Background: an optimization exercise with open tools, aiming at a short achievable clock period and few clock cycles. Do not read the settings as production practice.
Function was checked by simulation only, so behaviour that the tests miss may differ from the original.
Power and IR drop assume default switching activity.

### config.mk
export PLATFORM = sky130hd
export DESIGN_NAME = cpuCore
export DESIGN_NICKNAME = cpuCore
export VERILOG_FILES = /design/flow/design.v
export SDC_FILE = /design/flow/constraint.sdc
export NUM_CORES = 4
export LEC_CHECK = 0
export CAP_MARGIN = 20
export CORE_MARGIN = 2
export CORE_UTILIZATION = 40
export SLEW_MARGIN = 20
### run.sh
#!/bin/bash
# synth_recipe.tcl (not shown) runs the flow's synth.tcl, then flattens the netlist and writes it again
# the make line also repeats each setting of config.mk as NAME=value (left out here)
make -C /OpenROAD-flow-scripts/flow DESIGN_CONFIG=/design/flow/config.mk WORK_HOME=/design/flow/orfs CLKGATE_MAP_FILE= SYNTH_SCRIPT=/design/flow/synth_recipe.tcl finish
### design.v
package cpuPkg;
	typedef logic [31:0] wordT;
	typedef logic [4:0]  regAddrT;
	typedef logic [1:0]  stageTimeT;  
	typedef enum logic [3:0] {
		aluAdd, aluSub, aluAnd, aluOr, aluSlt, aluSltu, aluAndi, aluOri, aluLui
	} aluOpT;
	localparam logic [5:0] opSpecial = 6'h00;
	localparam logic [5:0] opAddi    = 6'h08;
	localparam logic [5:0] opAndi    = 6'h0c;
	localparam logic [5:0] opOri     = 6'h0d;
	localparam logic [5:0] opLui     = 6'h0f;
	localparam logic [5:0] opLw      = 6'h23;
	localparam logic [5:0] opSw      = 6'h2b;
	localparam logic [5:0] opBeq     = 6'h04;
	localparam logic [5:0] opBne     = 6'h05;
	localparam logic [5:0] opJal     = 6'h03;
	localparam logic [5:0] fnAdd  = 6'h20;
	localparam logic [5:0] fnSub  = 6'h22;
	localparam logic [5:0] fnAnd  = 6'h24;
	localparam logic [5:0] fnOr   = 6'h25;
	localparam logic [5:0] fnSlt  = 6'h2a;
	localparam logic [5:0] fnSltu = 6'h2b;
	localparam regAddrT regRa = 5'd31;  
	typedef struct packed {
		aluOpT     aluOp;
		logic      immSel;   
		logic      immZext;
		logic      memRead;
		logic      memWrite;
		logic      isBranch;
		logic      branchOnNotEqual;
		logic      isJal;
		logic      regWrite;
		regAddrT   dest;     
		stageTimeT tNew;
	} ctrlT;
	typedef struct packed {
		regAddrT   dest;
		stageTimeT tNew;
		wordT      value;
	} fwdSrcT;
	typedef struct packed {
		wordT        pc;
		ctrlT        ctrl;
		regAddrT     rs;
		regAddrT     rt;
		wordT        rsVal;
		wordT        rtVal;
		logic [15:0] imm;
	} idExT;
	typedef struct packed {
		wordT    pc;
		ctrlT    ctrl;
		regAddrT rt;
		wordT    storeVal;
		wordT    result;
	} exMemT;
	typedef struct packed {
		wordT pc;
		ctrlT ctrl;
		wordT value;
	} memWbT;
	function automatic stageTimeT ageTime(stageTimeT t);
		ageTime = (t != 2'd0) ? t - 2'd1 : 2'd0;
	endfunction
endpackage
`timescale 1ns/1ps
module regFile (
	input  logic    clk,
	input  logic    rstN,
	input  cpuPkg::regAddrT rsAddr,
	input  cpuPkg::regAddrT rtAddr,
	output cpuPkg::wordT    rsData,
	output cpuPkg::wordT    rtData,
	input  logic    we,
	input  cpuPkg::regAddrT wAddr,
	input  cpuPkg::wordT    wData
);
	cpuPkg::wordT regs [32];
	always_ff @(posedge clk) begin
		if (!rstN) begin
			for (int i = 0; i < 32; i++) begin
				regs[i] <= '0;
			end
		end else if (we && wAddr != '0) begin
			regs[wAddr] <= wData;
		end
	end
	assign rsData = (we && wAddr != '0 && wAddr == rsAddr) ? wData : regs[rsAddr];
	assign rtData = (we && wAddr != '0 && wAddr == rtAddr) ? wData : regs[rtAddr];
endmodule
`timescale 1ns/1ps
module alu (
	input  cpuPkg::wordT  a,
	input  cpuPkg::wordT  b,
	input  cpuPkg::aluOpT op,
	output cpuPkg::wordT  result
);
	cpuPkg::wordT immZ;
	assign immZ = {16'h0000, b[15:0]};
	always_comb begin
		case (op)
			cpuPkg::aluAdd:  result = a + b;  
			cpuPkg::aluSub:  result = a - b;
			cpuPkg::aluAnd:  result = a & b;
			cpuPkg::aluOr:   result = a | b;
			cpuPkg::aluSlt: begin
				result = {31'b0, $signed(a) < $signed(b)};
			end
			cpuPkg::aluSltu: begin
				result = {31'b0, a < b};
			end
			cpuPkg::aluAndi: result = a & immZ;
			cpuPkg::aluOri:  result = a | immZ;
			cpuPkg::aluLui:  result = {b[15:0], 16'h0000};
			default: result = '0;
		endcase
	end
endmodule
`timescale 1ns/1ps
module decoder (
	input  cpuPkg::wordT      instr,
	output cpuPkg::ctrlT      ctrl,
	output logic      rsUsed,
	output logic      rtUsed,
	output cpuPkg::stageTimeT rsUse,
	output cpuPkg::stageTimeT rtUse
);
	logic [5:0] op;
	logic [5:0] funct;
	cpuPkg::regAddrT    rt;
	cpuPkg::regAddrT    rd;
	assign op    = instr[31:26];
	assign funct = instr[5:0];
	assign rt    = instr[20:16];
	assign rd    = instr[15:11];
	always_comb begin
		ctrl   = '0;  
		rsUsed = 1'b0;
		rtUsed = 1'b0;
		rsUse  = 2'd0;
		rtUse  = 2'd0;
		case (op)
			cpuPkg::opSpecial: begin
				if (funct == cpuPkg::fnAdd || funct == cpuPkg::fnSub || funct == cpuPkg::fnAnd
					|| funct == cpuPkg::fnOr || funct == cpuPkg::fnSlt || funct == cpuPkg::fnSltu) begin
					case (funct)
						cpuPkg::fnSub:   ctrl.aluOp = cpuPkg::aluSub;
						cpuPkg::fnAnd:   ctrl.aluOp = cpuPkg::aluAnd;
						cpuPkg::fnOr:    ctrl.aluOp = cpuPkg::aluOr;
						cpuPkg::fnSlt:   ctrl.aluOp = cpuPkg::aluSlt;
						cpuPkg::fnSltu:  ctrl.aluOp = cpuPkg::aluSltu;
						default: ctrl.aluOp = cpuPkg::aluAdd;
					endcase
					ctrl.regWrite = 1'b1;
					ctrl.dest     = rd;
					ctrl.tNew     = 2'd1;
					rsUsed        = 1'b1;
					rtUsed        = 1'b1;
					rsUse         = 2'd1;
					rtUse         = 2'd1;
				end
			end
			cpuPkg::opAddi, cpuPkg::opAndi, cpuPkg::opOri, cpuPkg::opLw: begin
				ctrl.aluOp    = (op == cpuPkg::opAndi) ? cpuPkg::aluAndi : (op == cpuPkg::opOri) ? cpuPkg::aluOri : cpuPkg::aluAdd;
				ctrl.immSel   = 1'b1;
				ctrl.immZext  = (op == cpuPkg::opAndi) || (op == cpuPkg::opOri);
				ctrl.memRead  = (op == cpuPkg::opLw);
				ctrl.regWrite = 1'b1;
				ctrl.dest     = rt;
				ctrl.tNew     = (op == cpuPkg::opLw) ? 2'd2 : 2'd1;  
				rsUsed        = 1'b1;
				rsUse         = 2'd1;
			end
			cpuPkg::opLui: begin
				ctrl.aluOp    = cpuPkg::aluLui;
				ctrl.immSel   = 1'b1;
				ctrl.regWrite = 1'b1;
				ctrl.dest     = rt;
			end
			cpuPkg::opSw: begin
				ctrl.immSel   = 1'b1;
				ctrl.memWrite = 1'b1;
				rsUsed        = 1'b1;
				rtUsed        = 1'b1;
				rsUse         = 2'd1;
				rtUse         = 2'd2;  
			end
			cpuPkg::opBeq, cpuPkg::opBne: begin
				ctrl.isBranch         = 1'b1;
				ctrl.branchOnNotEqual = (op == cpuPkg::opBne);
				rsUsed                = 1'b1;
				rtUsed                = 1'b1;
			end
			cpuPkg::opJal: begin
				ctrl.isJal    = 1'b1;
				ctrl.regWrite = 1'b1;
				ctrl.dest     = cpuPkg::regRa;
			end
			default: ctrl = '0;
		endcase
	end
endmodule
`timescale 1ns/1ps
module hazardUnit (
	input  cpuPkg::regAddrT   rsAddrD,
	input  cpuPkg::regAddrT   rtAddrD,
	input  logic      rsUsed,
	input  logic      rtUsed,
	input  cpuPkg::stageTimeT rsUse,
	input  cpuPkg::stageTimeT rtUse,
	input  cpuPkg::wordT      rsFileD,
	input  cpuPkg::wordT      rtFileD,
	input  cpuPkg::regAddrT   rsAddrE,
	input  cpuPkg::regAddrT   rtAddrE,
	input  cpuPkg::wordT      rsRegE,
	input  cpuPkg::wordT      rtRegE,
	input  cpuPkg::fwdSrcT    srcE,
	input  cpuPkg::fwdSrcT    srcM,
	input  cpuPkg::fwdSrcT    srcW,
	output logic      stall,
	output cpuPkg::wordT      rsD,
	output cpuPkg::wordT      rtD,
	output cpuPkg::wordT      rsE,
	output cpuPkg::wordT      rtE
);
	localparam cpuPkg::fwdSrcT noSrc = '0;
	cpuPkg::fwdSrcT rsNearD, rtNearD;
	cpuPkg::fwdSrcT rsNearE, rtNearE;
	logic   rsStall, rtStall;
	assign rsNearD = (rsAddrD == '0) ? noSrc : (rsAddrD == srcE.dest) ? srcE
		: (rsAddrD == srcM.dest) ? srcM : (rsAddrD == srcW.dest) ? srcW : noSrc;
	assign rtNearD = (rtAddrD == '0) ? noSrc : (rtAddrD == srcE.dest) ? srcE
		: (rtAddrD == srcM.dest) ? srcM : (rtAddrD == srcW.dest) ? srcW : noSrc;
	assign rsStall = rsUsed && rsNearD.dest != '0 && rsUse < rsNearD.tNew;
	assign rtStall = rtUsed && rtNearD.dest != '0 && rtUse < rtNearD.tNew;
	assign stall   = rsStall || rtStall;
	assign rsD     = (rsNearD.dest != '0 && rsNearD.tNew == 2'd0) ? rsNearD.value : rsFileD;
	assign rtD     = (rtNearD.dest != '0 && rtNearD.tNew == 2'd0) ? rtNearD.value : rtFileD;
	assign rsNearE = (rsAddrE == '0) ? noSrc : (rsAddrE == srcM.dest) ? srcM
		: (rsAddrE == srcW.dest) ? srcW : noSrc;
	assign rtNearE = (rtAddrE == '0) ? noSrc : (rtAddrE == srcM.dest) ? srcM
		: (rtAddrE == srcW.dest) ? srcW : noSrc;
	assign rsE     = (rsNearE.dest != '0 && rsNearE.tNew == 2'd0) ? rsNearE.value : rsRegE;
	assign rtE     = (rtNearE.dest != '0 && rtNearE.tNew == 2'd0) ? rtNearE.value : rtRegE;
endmodule
`timescale 1ns/1ps
module cpuCore #(
	parameter cpuPkg::wordT resetPc = 32'h0000_3000
) (
	input  logic    clk,
	input  logic    rstN,
	output cpuPkg::wordT    instAddr,
	input  cpuPkg::wordT    instData,
	output cpuPkg::wordT    dataAddr,
	output cpuPkg::wordT    dataWdata,
	output logic    dataWe,
	input  cpuPkg::wordT    dataRdata,
	output logic    grfWe,
	output cpuPkg::regAddrT grfAddr,
	output cpuPkg::wordT    grfWdata,
	output cpuPkg::wordT    wbPc
);
	cpuPkg::wordT      pcF, npc;
	cpuPkg::wordT      ifIdPc, ifIdInstr;
	cpuPkg::idExT      idEx;
	cpuPkg::exMemT     exMem;
	cpuPkg::memWbT     memWb;
	cpuPkg::ctrlT      ctrlD;
	logic      rsUsed, rtUsed, stall, taken;
	cpuPkg::stageTimeT rsUse, rtUse;
	cpuPkg::regAddrT   rsAddrD, rtAddrD;
	cpuPkg::wordT      rsFile, rtFile, rsD, rtD, rsE, rtE;
	cpuPkg::wordT      branchOff, immE, aluB, aluRes;
	cpuPkg::fwdSrcT    srcE, srcM, srcW;
	assign instAddr = pcF;
	always_ff @(posedge clk) begin
		if (!rstN) begin
			pcF       <= resetPc;
			ifIdInstr <= '0;  
		end else if (!stall) begin
			pcF       <= npc;
			ifIdPc    <= pcF;
			ifIdInstr <= instData;
		end
	end
	assign rsAddrD   = ifIdInstr[25:21];
	assign rtAddrD   = ifIdInstr[20:16];
	assign branchOff = {{14{ifIdInstr[15]}}, ifIdInstr[15:0], 2'b00};
	decoder decoder_i (.instr(ifIdInstr), .ctrl(ctrlD), .rsUsed(rsUsed), .rtUsed(rtUsed),
		.rsUse(rsUse), .rtUse(rtUse));
	regFile regFile_i (.clk(clk), .rstN(rstN), .rsAddr(rsAddrD), .rtAddr(rtAddrD),
		.rsData(rsFile), .rtData(rtFile), .we(memWb.ctrl.regWrite),
		.wAddr(memWb.ctrl.dest), .wData(memWb.value));
	assign srcE = {idEx.ctrl.dest, idEx.ctrl.tNew,
		idEx.ctrl.isJal ? idEx.pc + 32'd8 : {idEx.imm, 16'h0000}};
	assign srcM = {exMem.ctrl.dest, exMem.ctrl.tNew, exMem.result};
	assign srcW = {memWb.ctrl.dest, memWb.ctrl.tNew, memWb.value};
	hazardUnit hazardUnit_i (.rsAddrD(rsAddrD), .rtAddrD(rtAddrD), .rsUsed(rsUsed),
		.rtUsed(rtUsed), .rsUse(rsUse), .rtUse(rtUse), .rsFileD(rsFile), .rtFileD(rtFile),
		.rsAddrE(idEx.rs), .rtAddrE(idEx.rt), .rsRegE(idEx.rsVal), .rtRegE(idEx.rtVal),
		.srcE(srcE), .srcM(srcM), .srcW(srcW), .stall(stall),
		.rsD(rsD), .rtD(rtD), .rsE(rsE), .rtE(rtE));
	always_comb begin
		taken = ctrlD.isBranch && ((rsD == rtD) != ctrlD.branchOnNotEqual);
		if (ctrlD.isJal)
			npc = {pcF[31:28], ifIdInstr[25:0], 2'b00};
		else if (taken)
			npc = pcF + branchOff;
		else
			npc = pcF + 32'd4;
	end
	always_ff @(posedge clk) begin
		if (!rstN) begin
			idEx <= '0;
		end else begin
			idEx <= {ifIdPc, ctrlD, rsAddrD, rtAddrD, rsD, rtD, ifIdInstr[15:0]};
			if (stall)
				idEx.ctrl <= '0;  
		end
	end
	assign immE = idEx.ctrl.immZext ? {16'h0000, idEx.imm} : {{16{idEx.imm[15]}}, idEx.imm};
	assign aluB = idEx.ctrl.immSel ? immE : rtE;
	alu alu_i (.a(rsE), .b(aluB), .op(idEx.ctrl.aluOp), .result(aluRes));
	always_ff @(posedge clk) begin
		if (!rstN) begin
			exMem.ctrl   <= '0;
			exMem.result <= '0;
		end else begin
			exMem.pc        <= idEx.pc;
			exMem.ctrl      <= idEx.ctrl;
			exMem.ctrl.tNew <= cpuPkg::ageTime(idEx.ctrl.tNew);
			exMem.rt        <= idEx.rt;
			exMem.storeVal  <= rtE;
			exMem.result    <= idEx.ctrl.isJal ? idEx.pc + 32'd8 : aluRes;  
		end
	end
	assign dataAddr  = exMem.result;
	assign dataWe    = exMem.ctrl.memWrite;
	assign dataWdata = (exMem.rt != '0 && exMem.rt == memWb.ctrl.dest) ? memWb.value
		: exMem.storeVal;
	always_ff @(posedge clk) begin
		if (!rstN) begin
			memWb.ctrl <= '0;
		end else begin
			memWb.pc        <= exMem.pc;
			memWb.ctrl      <= exMem.ctrl;
			memWb.ctrl.tNew <= cpuPkg::ageTime(exMem.ctrl.tNew);
			memWb.value     <= exMem.ctrl.memRead ? dataRdata : exMem.result;
		end
	end
	assign grfWe    = memWb.ctrl.regWrite;
	assign grfAddr  = memWb.ctrl.dest;
	assign grfWdata = memWb.value;
	assign wbPc     = memWb.pc;
endmodule
### constraint.sdc
create_clock -name core_clock -period 10.0 [get_ports {clk}]
set_input_delay 2.0000 -clock core_clock [delete_from_list [all_inputs] [get_ports {clk}]]
set_output_delay 2.0000 -clock core_clock [all_outputs]
set_load 0.01 [all_outputs]
==> metrics.md <==
| Metric | Value |
|---|---|
| Synth Warn # | 4 |
| Number of cells traversed by the worst hold path | 0 |
| Most frequent cell after synthesis | sky130_fd_sc_hd__edfxtp_1 |
| Critical path required time | 10.75 ns |
| Aggregate global routing overflow | 0 |
| DRC violations left | 0 |
| Worst min-delay path startpoint | exMem[93] |
| IO Pins | 233 |
| Die span in y | 452 um |
| CTS sink count | 1442 |
| Total count of max-transition violations in the final report | 0 |
| Share of layout cells above drive strength 1 | 0.172 |
| Post-DP Area | 85400 um^2 |
| Logic depth of the worst register-to-register path | 30 |
| WS Path Type | reg -> reg |
| Routed WL per cell | 32.7 um |
| Detailed-route vias per instance | 6.29 |
| Predominant post-synthesis flop cell | sky130_fd_sc_hd__edfxtp_1 |
| Die width | 452 um |
| Worst hold path type | reg -> reg |
| Floorplan row count | 164 |
| Number of instances in the synthesized netlist | 6578 |
| First-pass GRT wire length | 430 mm |
| DRT Pass-1 Iters | 9 |
| HPWL reported at the end of detailed placement | 203 mm |
| Share of the synthesized area in the top cell type | 0.443 |
| Critical-path top delay cell | sky130_fd_sc_hd__or3_1 |
| Post-Syn Area | 80100 um^2 |
| Placeable Area | 199000 um^2 |
| Finish-stage setup viols | 0 |
| Post-Route Setup TNS | 0 ns |
| Power Total | 15.6 mW |
| Worst Setup Start Kind | flop |
| Total clock buffers created by CTS | 156 |
| Number of nets in the layout | 6733 |
| Area of the die | 204000 um^2 |
| EDFF count, synth | 1183 |
| Leakage power summed over all cells | 32.4 nW |
| Outcome | finished clean |
| Fin Hold WS | 0.418 ns |
| Deepest level of the CTS H-tree | 4 |
| Cell repeated most along the worst path | sky130_fd_sc_hd__a21oi_1 |
| Achievable frequency | 0.112 GHz |
| Element type at the critical path end | flop |
| Worst clock skew on the final layout | 0.0359 ns |
| Final design area excluding fillers | 90300 um^2 |
| Mean instance size in the synthesized netlist | 12.2 um^2 |
| Pin count of the biggest net entering global routing | 69 |
| Final period utilization | 0.891 |
| Clock transition at the registers of the reported paths | 0.06 ns |
| Master cell of the clock root buffer | sky130_fd_sc_hd__clkbuf_16 |
| Number of buffers inserted by hold repair at cts | 0 |
| Measured slew at the worst slew-check pin | 1.22 ns |
| Overall track demand over capacity in global routing | 0.293 |
| Final wirelength | 305 mm |
| Antenna viol nets, final | 0 |
| Number of antenna violations at the first check in global routing | 21 |
| IR Drop Worst-Case VDD | 191 uV |
| Placer Congestion | 0.961 |
| Number of design-rule violations left by the first detailed-router iteration | 8765 |
| Postcts setup bufs | 0 |
| Proportion of register bits with asynchronous set or reset after synthesis | 0 |
| Largest area contributor in the netlist | sky130_fd_sc_hd__edfxtp_1 |
| Number of unique standard cell types used by synthesis | 82 |
| Hold Fails Final Rpt | 0 |
| Clock Path Buffers | 3 |
| Relative slew slack | 0.183 |
| Initial Util | 0.402 |
| Longest individual stage delay on the worst path | 0.82 ns |
| CTS tree | built |
| Total of flip-flops plus latches after synthesis | 1442 |
| Via count of the first global-routing pass | 56.8k |
| Worst-path maximum fanout | 18 |
| Minimum clock period | 8.91 ns |
| Launch point of the worst path | memWb[38] |
| Area growth from synthesis to layout | 12.6% |
| RSZ-0062 raised after global routing | no |
| IO buf count | 228 |
| MaxCap Viol Count | 0 |
| P per Cell Area | 173 nW/um^2 |
| Resized cells post-CTS | 0 |
| Critical path data arrival time | 9.65 ns |
| Detailed-route via count | 58.7k |
| Worst flop-to-flop path startpoint | memWb[38] |
| Clock network latency to the later pin of the worst-skew pair | 0.83 ns |
| Leading cell types by total area after synthesis | sky130_fd_sc_hd__edfxtp_1, sky130_fd_sc_hd__mux4_2, sky130_fd_sc_hd__and2_1 |
| List of most frequent post-synthesis cells | sky130_fd_sc_hd__edfxtp_1, sky130_fd_sc_hd__and2_1, sky130_fd_sc_hd__mux4_2, sky130_fd_sc_hd__clkbuf_1, sky130_fd_sc_hd__nor2_1 |
| Share of synthesized area occupied by flip-flops and latches | 0.508 |
path summary, 6_finish.rpt:
check | to | slack [ns]
max reg2reg | pcF[30] | 1.09
max | pcF[30] | 1.09
min reg2reg | memWb[56] | 0.42
min | memWb[56] | 0.42
where the power goes:
| part | internal (mW) | leakage [nW] | total (mW) | switching (mW) |
|---|---|---|---|---|
| registers | 6.79 | 14.3 | 7.08 | 0.290 |
| logic | 1.06 | 15.7 | 2.89 | 1.83 |
| clock network | 3.12 | 2.40 | 5.68 | 2.55 |
cell type report:
cell class / instances / area (um^2)
Timing Repair Buffer: 464 / 4270
Antenna cell: 10 / 25.0
Tap cell: 2656 / 3320
Inverter: 161 / 609
Sequential cell: 1442 / 40700
Fill cell: 18000 / 109000
Clock inverter: 87 / 637
Clock buffer: 203 / 4260
Multi-Input combinational cell: 4310 / 36400
cells by family after synthesis:
kind of cell,after synthesis,share of synthesized area
flops,1442,0.508
compound gates,1160,0.0954
other cells,1,0.0000468
fa+ha+maj,132,0.0209
simple gates,2076,0.141
xor+xnor,134,0.0146
mux,772,0.173
buf+inv,861,0.0469
layout by cell type (no fill, tap or decap), types with 31 or more instances in the layout:
cell / Yosys / layout
sky130_fd_sc_hd__buf_4: 113 / 219
sky130_fd_sc_hd__a22oi_1: 232 / 232
sky130_fd_sc_hd__clkinv_1: 4 / 37
sky130_fd_sc_hd__ha_1: 129 / 129
sky130_fd_sc_hd__nor2_2: 0 / 34
sky130_fd_sc_hd__nor2_1: 368 / 333
sky130_fd_sc_hd__o21ai_4: 0 / 31
sky130_fd_sc_hd__a221oi_1: 58 / 58
sky130_fd_sc_hd__o211ai_1: 44 / 44
sky130_fd_sc_hd__mux4_2: 485 / 485
sky130_fd_sc_hd__nand3_1: 77 / 77
sky130_fd_sc_hd__mux2_2: 84 / 84
sky130_fd_sc_hd__a21o_1: 33 / 33
sky130_fd_sc_hd__nor3_1: 144 / 131
sky130_fd_sc_hd__nand2_1: 229 / 228
sky130_fd_sc_hd__or3_1: 36 / 35
sky130_fd_sc_hd__o22ai_1: 51 / 51
sky130_fd_sc_hd__a21oi_1: 333 / 333
sky130_fd_sc_hd__and2_1: 1065 / 1065
sky130_fd_sc_hd__clkbuf_1: 469 / 37
sky130_fd_sc_hd__inv_1: 157 / 156
sky130_fd_sc_hd__dfxtp_1: 259 / 248
sky130_fd_sc_hd__xor2_1: 50 / 50
sky130_fd_sc_hd__clkbuf_16: 0 / 163
sky130_fd_sc_hd__edfxtp_1: 1183 / 1183
sky130_fd_sc_hd__conb_1: 1 / 36
sky130_fd_sc_hd__clkinv_2: 0 / 33
sky130_fd_sc_hd__xnor2_1: 84 / 84
sky130_fd_sc_hd__clkdlybuf4s50_1: 0 / 227
sky130_fd_sc_hd__mux2i_1: 203 / 203
sky130_fd_sc_hd__o21ai_0: 178 / 145
per-stage QoR:
stage	utilization	std cells	worst slack (ns)
after floorplan	-	6613	2.99
after global placement	0.428	9033	1.27
after detailed placement	0.428	9033	1.29
after CTS	0.452	9323	1.25
after global routing	0.453	9326	0.450
final	0.453	9333	1.09
critical path, delay by kind of cell (launching register included):
family / cells / cell delay [ns]
DFF: 1 / 0.47
adders and majority gates: 2 / 0.66
muxes: 1 / 0.26
buffers and inverters: 1 / 0.23
AOI/OAI and AO/OA: 16 / 4.35
xor gates and xnor gates: 1 / 0.16
and+or+nand+nor: 9 / 2.67
state kept, by name, summed over array words and instances, names as in the netlist, named ones only:
register	cells
memWb	70
regFile_i.regs	1024
pcF	30
exMem	109
ifIdInstr	32
idEx	137
ifIdPc	30
routing by layer:
layer,global-route usage,share of wire
met1,0.393,0.39
met2,0.443,0.45
met3,0.0667,0.10
met4,0.157,0.060
met5,0,0.000043
Testbench counts, summed over its fixed seeds: cycles 13,188.

[static timing again, ports no longer ideal]
How much do the figures lean on ideal ports? The routed layout below was timed once more, with nothing changed but the port constraints.
Step 1 assumes that a clkbuf_16 drives the clock port and a buf_2 every other input.
Step 2 also shifts input and output timing later by t, the mid clock arrival at the registers, as if the neighbouring blocks saw the same clock.
Three values: no drivers, after step 1, after step 2; two values: the first two.
t, ns: 0.911
slack for setup (ns): 1.093 / 1.093 / 1.093
worst setup path at the end: register to register
latest minus earliest clock arrival (ns): 0.037 / 0.037
After both steps this run still meets setup and hold. For this run, drivers alone change the setup slack by 0.000 ns; drivers and shift together by 0.000 ns.
